Source: an optimization exercise on an open RTL-to-GDS flow (aim: small area, a short achievable clock period and few clock cycles per item). Production flows keep margins and buffers that such runs may drop. Function was checked by simulation only, so behaviour that the tests miss may differ from the original. Power figures rest on the tool's default switching activity, not on a simulated workload.

[design.v]
package kal_pkg;
	typedef enum logic [1:0] {
		KIND_APPEND = 2'd0,
		KIND_SEARCH = 2'd1,
		KIND_REMOVE = 2'd2,
		KIND_INSERT = 2'd3
	} kind_e;
	typedef enum logic [2:0] {
		ST_OK       = 3'd0,
		ST_FULL     = 3'd1,
		ST_BADPOS   = 3'd2,
		ST_NOTFOUND = 3'd3,
		ST_EMPTY    = 3'd4
	} status_e;
	localparam int unsigned KEY_W     = 32;
	localparam int unsigned PAYLOAD_W = 32;
	localparam int unsigned CAP_W     = 5;
	localparam int unsigned POS_W     = 5;
	localparam int unsigned FOUND_W   = 4;
	localparam int unsigned COUNT_W   = 5;
	localparam logic [CAP_W-1:0] CAP_RESET = 5'd10;
	typedef struct packed {
		logic [KEY_W-1:0]     key;
		logic [PAYLOAD_W-1:0] payload;
	} entry_t;
	typedef struct packed {
		status_e              status;
		logic [FOUND_W-1:0]   found;
		logic [COUNT_W-1:0]   count;
		logic                 empty;
		logic                 full;
		logic [PAYLOAD_W-1:0] payload;
	} res_t;
endpackage
module kal_store #(
	parameter int DEPTH = 16
) (
	input  logic                     clk,
	input  logic                     we,
	input  logic [$clog2(DEPTH)-1:0] waddr,
	input  kal_pkg::entry_t                   wdata,
	input  logic [$clog2(DEPTH)-1:0] raddr,
	output kal_pkg::entry_t                   rdata
);
	logic [kal_pkg::KEY_W+kal_pkg::PAYLOAD_W-1:0] mem [0:DEPTH-1];
	always_ff @(posedge clk) begin
		if (we) begin
			mem[waddr] <= wdata;
		end
	end
	always_ff @(posedge clk) begin
		rdata <= mem[raddr];
	end
endmodule
module kal_ctrl #(
	parameter int MAX_ENTRIES = 16
) (
	input  logic                           clk,
	input  logic                           arst_n,
	input  logic                           in_valid,
	input  logic [1:0]                     kind,
	input  logic [kal_pkg::KEY_W-1:0]               key,
	input  logic [kal_pkg::PAYLOAD_W-1:0]           payload,
	input  logic [kal_pkg::POS_W-1:0]               position,
	input  logic [kal_pkg::CAP_W-1:0]               cap,
	output logic                           idle,
	input  logic                           out_free,
	output logic                           res_valid,
	output kal_pkg::res_t                           res,
	output logic                           mem_we,
	output logic [$clog2(MAX_ENTRIES)-1:0] mem_waddr,
	output kal_pkg::entry_t                         mem_wdata,
	output logic [$clog2(MAX_ENTRIES)-1:0] mem_raddr,
	input  kal_pkg::entry_t                         mem_rdata
);
	localparam int IW   = $clog2(MAX_ENTRIES);
	localparam int CW   = $clog2(MAX_ENTRIES + 1);
	localparam int CMPW = (CW > kal_pkg::POS_W) ? CW : kal_pkg::POS_W;
	typedef enum logic [4:0] {
		S_IDLE = 5'b00001,
		S_SCAN = 5'b00010,
		S_SHDN = 5'b00100,
		S_SHUP = 5'b01000,
		S_FIN  = 5'b10000
	} state_t;
	state_t             state_q, state_n;
	logic [CW-1:0]      cnt_q, cnt_n;
	logic [CW-1:0]      idx_q, idx_n;
	logic [IW-1:0]      found_q, found_n;
	kal_pkg::status_e            status_q, status_n;
	logic [kal_pkg::PAYLOAD_W-1:0] fpay_q, fpay_n;
	logic [1:0]         kind_q;
	logic [IW-1:0]      pos_q;
	kal_pkg::entry_t             item_q;
	logic [CMPW-1:0]    cap_x, max_x, eff_cap, cnt_x;
	logic               full;
	logic [CW-1:0]      idx_p1, idx_p2, idx_m1, idx_m2, cnt_m1;
	logic [CW:0]        idx_p1_wide;
	logic               accept;
	always_comb begin
		cap_x = CMPW'(cap);
		max_x = CMPW'(MAX_ENTRIES);
		cnt_x = CMPW'(cnt_q);
		if (cap == '0) begin
			eff_cap = CMPW'(1);
		end else if (cap_x > max_x) begin
			eff_cap = max_x;
		end else begin
			eff_cap = cap_x;
		end
		full = (cnt_x >= eff_cap);
	end
	assign idx_p1      = idx_q + 1'b1;
	assign idx_p2      = idx_q + 2'd2;
	assign idx_m1      = idx_q - 1'b1;
	assign idx_m2      = idx_q - 2'd2;
	assign cnt_m1      = cnt_q - 1'b1;
	assign idx_p1_wide = {1'b0, idx_q} + 1'b1;
	assign idle   = (state_q == S_IDLE);
	assign accept = idle && in_valid;
	always_comb begin
		state_n   = state_q;
		cnt_n     = cnt_q;
		idx_n     = idx_q;
		found_n   = found_q;
		status_n  = status_q;
		fpay_n    = fpay_q;
		mem_we    = 1'b0;
		mem_waddr = idx_q[IW-1:0];
		mem_wdata = mem_rdata;
		mem_raddr = idx_p1[IW-1:0];
		res_valid = 1'b0;
		case (state_q)
			S_IDLE: begin
				mem_raddr = (kind == kal_pkg::KIND_INSERT) ? cnt_m1[IW-1:0] : '0;
				if (in_valid) begin
					status_n = kal_pkg::ST_OK;
					found_n  = '0;
					fpay_n   = '0;
					idx_n    = '0;
					case (kind)
						kal_pkg::KIND_APPEND: begin
							state_n = S_FIN;
							if (full) begin
								status_n = kal_pkg::ST_FULL;
							end else begin
								mem_we    = 1'b1;
								mem_waddr = cnt_q[IW-1:0];
								mem_wdata = {key, payload};
								cnt_n     = cnt_q + 1'b1;
							end
						end
						kal_pkg::KIND_SEARCH, kal_pkg::KIND_REMOVE: begin
							state_n = S_SCAN;
						end
						kal_pkg::KIND_INSERT: begin
							if (full) begin
								status_n = kal_pkg::ST_FULL;
								state_n  = S_FIN;
							end else if (CMPW'(position) > cnt_x) begin
								status_n = kal_pkg::ST_BADPOS;
								state_n  = S_FIN;
							end else begin
								idx_n   = cnt_q;
								state_n = S_SHUP;
							end
						end
						default: begin
							state_n = S_FIN;
						end
					endcase
				end
			end
			S_SCAN: begin
				mem_raddr = idx_p1[IW-1:0];
				if (idx_q >= cnt_q) begin
					status_n = (cnt_q == '0) ? kal_pkg::ST_EMPTY : kal_pkg::ST_NOTFOUND;
					state_n  = S_FIN;
				end else if (mem_rdata.key == item_q.key) begin
					found_n = idx_q[IW-1:0];
					fpay_n  = mem_rdata.payload;
					state_n = (kind_q == kal_pkg::KIND_REMOVE) ? S_SHDN : S_FIN;
				end else begin
					idx_n = idx_p1;
				end
			end
			S_SHDN: begin
				mem_raddr = idx_p2[IW-1:0];
				if (idx_p1_wide < {1'b0, cnt_q}) begin
					mem_we = 1'b1;
					idx_n  = idx_p1;
				end else begin
					cnt_n   = cnt_m1;
					state_n = S_FIN;
				end
			end
			S_SHUP: begin
				mem_raddr = idx_m2[IW-1:0];
				if (CMPW'(idx_q) > CMPW'(pos_q)) begin
					mem_we = 1'b1;
					idx_n  = idx_m1;
				end else begin
					mem_we    = 1'b1;
					mem_waddr = pos_q;
					mem_wdata = item_q;
					cnt_n     = cnt_q + 1'b1;
					state_n   = S_FIN;
				end
			end
			S_FIN: begin
				if (out_free) begin
					res_valid = 1'b1;
					state_n   = S_IDLE;
				end
			end
			default: begin
				state_n = S_IDLE;
			end
		endcase
	end
	always_comb begin
		res.status = status_q;
		res.found  = found_q;
		res.count  = cnt_q;
		res.empty  = (cnt_q == '0);
		res.full   = full;
		res.payload = fpay_q;
	end
	always_ff @(posedge clk or negedge arst_n) begin
		if (!arst_n) begin
			state_q  <= S_IDLE;
			cnt_q    <= '0;
			idx_q    <= '0;
			found_q  <= '0;
			status_q <= kal_pkg::ST_OK;
			fpay_q   <= '0;
		end else begin
			state_q  <= state_n;
			cnt_q    <= cnt_n;
			idx_q    <= idx_n;
			found_q  <= found_n;
			status_q <= status_n;
			fpay_q   <= fpay_n;
		end
	end
	always_ff @(posedge clk) begin
		if (accept) begin
			kind_q         <= kind;
			pos_q          <= IW'(position);
			item_q.key     <= key;
			item_q.payload <= payload;
		end
	end
endmodule
module keyed_array_list #(
	parameter int MAX_ENTRIES = 16
) (
	input  logic                  clk,
	input  logic                  arst_n,
	input  logic                  cfg_we,
	input  logic [kal_pkg::CAP_W-1:0]      cfg_data,
	input  logic                  in_valid,
	output logic                  in_stall,
	input  logic [1:0]            kind,
	input  logic [kal_pkg::KEY_W-1:0]      key,
	input  logic [kal_pkg::PAYLOAD_W-1:0]  payload,
	input  logic [kal_pkg::POS_W-1:0]      position,
	output logic                  out_valid,
	input  logic                  out_stall,
	output logic [2:0]            status,
	output logic [kal_pkg::FOUND_W-1:0]    found_position,
	output logic [kal_pkg::COUNT_W-1:0]    entry_count_out,
	output logic                  is_empty,
	output logic                  is_full,
	output logic [kal_pkg::PAYLOAD_W-1:0] found_payload
);
	localparam int IW = $clog2(MAX_ENTRIES);
	logic [kal_pkg::CAP_W-1:0] cap_q;
	logic             idle;
	logic             out_free;
	logic             res_valid;
	kal_pkg::res_t             res;
	kal_pkg::res_t             res_q;
	logic             out_valid_q;
	logic             mem_we;
	logic [IW-1:0]    mem_waddr;
	logic [IW-1:0]    mem_raddr;
	kal_pkg::entry_t           mem_wdata;
	kal_pkg::entry_t           mem_rdata;
	always_ff @(posedge clk or negedge arst_n) begin
		if (!arst_n) begin
			cap_q <= kal_pkg::CAP_RESET;
		end else if (cfg_we) begin
			cap_q <= cfg_data;
		end
	end
	kal_ctrl #(
		.MAX_ENTRIES(MAX_ENTRIES)
	) u_ctrl (
		.clk      (clk),
		.arst_n   (arst_n),
		.in_valid (in_valid),
		.kind     (kind),
		.key      (key),
		.payload  (payload),
		.position (position),
		.cap      (cap_q),
		.idle     (idle),
		.out_free (out_free),
		.res_valid(res_valid),
		.res      (res),
		.mem_we   (mem_we),
		.mem_waddr(mem_waddr),
		.mem_wdata(mem_wdata),
		.mem_raddr(mem_raddr),
		.mem_rdata(mem_rdata)
	);
	kal_store #(
		.DEPTH(MAX_ENTRIES)
	) u_store (
		.clk  (clk),
		.we   (mem_we),
		.waddr(mem_waddr),
		.wdata(mem_wdata),
		.raddr(mem_raddr),
		.rdata(mem_rdata)
	);
	assign in_stall = !idle;
	assign out_free = !out_valid_q || !out_stall;
	always_ff @(posedge clk or negedge arst_n) begin
		if (!arst_n) begin
			out_valid_q <= 1'b0;
		end else if (res_valid) begin
			out_valid_q <= 1'b1;
		end else if (!out_stall) begin
			out_valid_q <= 1'b0;
		end
	end
	always_ff @(posedge clk) begin
		if (res_valid) begin
			res_q <= res;
		end
	end
	assign out_valid       = out_valid_q;
	assign status          = res_q.status;
	assign found_position  = res_q.found;
	assign entry_count_out = res_q.count;
	assign is_empty        = res_q.empty;
	assign is_full         = res_q.full;
	assign found_payload   = res_q.payload;
endmodule
[run.sh]
#!/bin/bash
# synth_recipe.tcl (not shown) runs the flow's synth.tcl, then flattens the netlist and writes it again
# the make line also repeats each setting of config.mk as NAME=value (left out here)
make -C /OpenROAD-flow-scripts/flow DESIGN_CONFIG=/design/flow/config.mk WORK_HOME=/design/flow/orfs CLKGATE_MAP_FILE= SYNTH_SCRIPT=/design/flow/synth_recipe.tcl finish
[constraint.sdc]
create_clock -name core_clock -period 6.0 [get_ports {clk}]
set_input_delay 1.2000 -clock core_clock [delete_from_list [all_inputs] [get_ports {clk}]]
set_output_delay 1.2000 -clock core_clock [all_outputs]
set_load 0.01 [all_outputs]
[config.mk]
export PLATFORM = sky130hd
export DESIGN_NAME = keyed_array_list
export DESIGN_NICKNAME = keyed_array_list
export VERILOG_FILES = /design/flow/design.v
export SDC_FILE = /design/flow/constraint.sdc
export NUM_CORES = 4
export LEC_CHECK = 0
export CAP_MARGIN = 20
export CORE_MARGIN = 6
export CORE_UTILIZATION = 40
export PLACE_DENSITY = 0.6
export SLEW_MARGIN = 20
==> results by group <==
Logic synthesis
  – Largest cells by area after synthesis: edfxtp_1, mux2i_1, nand2_1
  – Post-synth ARST share: 0.0475
  – Sequential area share after synthesis: 0.741
  – Syn_nets: 3395
  – Dominant cell type by area after synthesis: edfxtp_1
  – Synth Warn #: 3
  – Prevailing post-synth register cell: edfxtp_1
  – Cell area after synthesis: 49900 um2
  – Syn Inst Count: 3283
  – Flops & latches, synth: 1264
  – EDFF count, synth: 1140
  – Post-synth cell types: 70
  – Top cell type's share of synthesized area: 0.686
  – Syn avg cell area: 15.2 um2

Placed design
  – Placer Congestion: 0.804
  – Final HPWL DP: 68300 um
  – DP Worst Slack: 0.869 ns
  – IO Port Bufs: 128
  – Placed insts: 4915

Worst hold path
  – Hold worst-path end: res_q[14]
  – Worst Min Path Start: u_ctrl.fpay_q[14]
  – Worst hold path stage count: 0
  – HP Class: flip-flop to flip-flop

Setup path
  – CP startpoint kind: flip-flop
  – Worst Reg-to-Reg Cells: 9
  – Reg2reg setup slack: 1.16 ns
  – Critical Path Start: u_ctrl.idx_q[3]
  – Critical path fanouts, max: 41
  – RR Startpoint: u_ctrl.idx_q[3]
  – Slowest CP cell: o31a_2
  – CP required: 6.39 ns
  – Cell mode on critical path: a21oi_1
  – Cell family with most CP delay: compound AO/OA/AOI/OAI gates
  – CP Buf/Inv Count: 1
  – R2r endpoint: u_store.mem[3][40]
  – CP endpoint kind: flip-flop
  – Max incr delay on CP: 0.88 ns
  – CP arrival: 5.24 ns
  – Worst Setup Path Type: flip-flop to flip-flop
  – CP Cell Sequence: ha_1, a21oi_1, nor4b_1, o31a_2, a22oi_1, a21oi_1, nand2_1, nor2_4, buf_4

Global routing
  – Initial antenna violation count: 3
  – GR Util All Layers: 0.181
  – First-pass GRT wire length: 184000 um
  – GRT overflow: 0
  – Largest net degree at the start of global routing: 113
  – Via count of the first global-routing pass: 28070

Finish
  – Share of layout cells above drive strength 1: 0.0896
  – Filler cell count: 10594
  – Post-Layout Cell Count: 5154
  – Area grow syn2layout: 15.5%
  – Final net count: 3524

Clocking
  – Post-CTS Resized: 0
  – Root Buffer: clkbuf_16
  – Clk Latency, worst-skew pair: 0.73 ns
  – TritonCTS Buffers: 132
  – Clock buffer depth: 3
  – CTS tree: done
  – Cts hold-fix bufs: 0
  – Register clock-pin slew on the reported worst setup and hold paths: 0.06 ns
  – CTS H-tree depth: 4
  – Clock sink count: 1264
  – Post-CTS Setup Bufs: 0

Floorplan
  – Rows: 129
  – Die H: 365 um
  – Initial core utilization: 0.403
  – Full die area: 133000 um2
  – Core box area: 124000 um2
  – Die X: 365 um
  – Io pins: 129

Route
  – Wirelength per Cell: 23.9 um
  – Initial DRC Count: 2455
  – Via density: 5.55
  – First-pass iteration count of the detailed router: 5
  – Routed via count: 28582
  – DRT antenna net count: 0
  – DRC: 0
  – DRT Wirelength: 123000 um

STA
  – Layout Skew: 0.0229 ns
  – Worst Tran Pin Value: 1.15 ns
  – Period utilisation layout: 0.807
  – Tmin final: 4.84 ns
  – Worst slew margin relative to its limit: 0.227
  – Pins over their slew limit: 0
  – RSZ-0062 raised after global routing: no
  – Hold WS: 0.448 ns
  – Max frequency: 206 MHz
  – # setup viols final: 0
  – Setup ws final: 1.16 ns
  – Setup TNS: 0 ns
  – Final Hold Viols: 0

Power and ir drop
  – Maximum VDD drop: 0.624 mV
  – Lkg Pwr: 20.5 nW
  – Total power: 32.5 mW
  – Pwr dens: 563 nW/um2

Run
  – Max cap viols: 0

Status
  – Status: finished clean
per-stage QoR:
step                 util  area [um2]
floorplan               -       49900
global placement    0.431       53300
detailed placement  0.431       53300
CTS                 0.466       57700
global route        0.466       57700
finish              0.466       57700
flip-flops by register name (all words and copies together) (netlist names):
register and count:
cap_q 5, out_valid_q 1, res_q 46, u_ctrl.cnt_q 5, u_ctrl.found_q 4, u_ctrl.fpay_q 32
u_ctrl.idx_q 5, u_ctrl.item_q 64, u_ctrl.kind_q 2, u_ctrl.pos_q 4, u_ctrl.state_q 5, u_ctrl.status_q 3
u_store.mem 1024, u_store.rdata 64
layer usage:
metal / up-vias / wire [um] / track usage
li1: 12909 / - / -
met1: 14569 / 56200 / 0.267
met2: 925 / 55800 / 0.277
met3: 179 / 8580 / 0.0371
met4: 0 / 2400 / 0.0454
met5: - / 0 / 0
placed cells by master, fill, tap and decap left out, types with 47 or more instances in the layout:
master           count
edfxtp_1          1140
nand2_1            474
mux2i_1            322
nand3_1            174
a21oi_1            153
clkbuf_16          136
a22o_1             128
clkdlybuf4s50_1    127
a32oi_1             64
o221ai_1            64
dfxtp_1             64
dfrtp_1             57
inv_1               56
buf_4               47
cells by family after synthesis:
family,synth area share
AND/OR/NAND/NOR,0.0678
XOR/XNOR,0.00824
buffers and inverters,0.0252
flip-flops,0.741
AO/OA/AOI/OAI,0.0839
adder cells (fa/ha/maj),0.00792
multiplexers,0.0655
report_power, final:
part	leakage [nW]	total, mW	internal [mW]	switching [mW]
registers	11.7	11.8	11.4	0.372
clock network	2.11	8.14	4.79	3.35
logic	6.70	12.5	4.30	8.22
cells in the mapped netlist, types with 8 or more instances:
cell type,instances
ha_1,30
dfrtp_1,57
inv_1,57
clkbuf_1,114
nor2_1,46
xnor2_1,13
a221o_1,33
nor4_1,8
dfxtp_1,64
edfxtp_1,1140
a32oi_1,64
o21ai_0,43
o221ai_1,65
nor3_1,43
a22oi_1,33
buf_1,13
nand3_1,176
a21oi_1,154
mux2i_1,322
a22o_1,128
buf_2,56
xor2_1,34
nand2_1,476
buf_8,10
worst max-delay path by stage:
stage                         end  slack, ns  cells after the start
3_5_place_dp   u_store.mem[3][41]       0.87                     12
2_1_floorplan   u_store.mem[0][0]       0.19                      9
3_3_place_gp   u_store.mem[3][41]       0.92                     12
6_report       u_store.mem[3][40]       1.16                      9
5_1_grt        u_store.mem[3][41]       0.91                      9
4_1_cts        u_store.mem[3][40]       1.18                      9
final cells by class:
| type | count | area (um2) | share of cell area |
|---|---|---|---|
| sequential | 1264 | 37000 | 0.642 |
| multi-input combinational | 1754 | 11900 | 0.206 |
| clock buffer | 176 | 3630 | 0.0630 |
| tap | 1637 | 2050 | 0.0355 |
| antenna | 1 | 2.50 | 0.0000434 |
| clock inverter | 62 | 686 | 0.0119 |
| inverter | 57 | 216 | 0.00375 |
| timing repair buffer | 203 | 2190 | 0.0380 |
Testbench counts, summed over its fixed seeds: cycles 26,274, items 2,560.

-- static timing again, ports no longer ideal --
The flow's constraints put no driver on any port. The routed layout listed below was extracted and timed again, unchanged, in two steps.
Step 1: set_driving_cell puts a clkbuf_16 on clk and a buf_2 on each other input, an assumption about the parent block.
Step 2 moves the port delays by t, midway between the first and last clock arrival at a register: inputs arrive t later, outputs are due t later. That takes back most of the time a late clock gives input paths.
a / b / c = ideal ports / drivers / drivers and shift; a / b = the first two.
t (ns): 0.786
setup slack, ns: 1.157 / 1.157 / 0.855
worst setup path after step 2: input to register
latest minus earliest clock arrival (ns): 0.025 / 0.025
cell pins on the clock port's net: 1
After both steps setup and hold are still met in this run. The setup slack of this run moves by 0.000 ns with the drivers and by -0.302 ns with both steps.
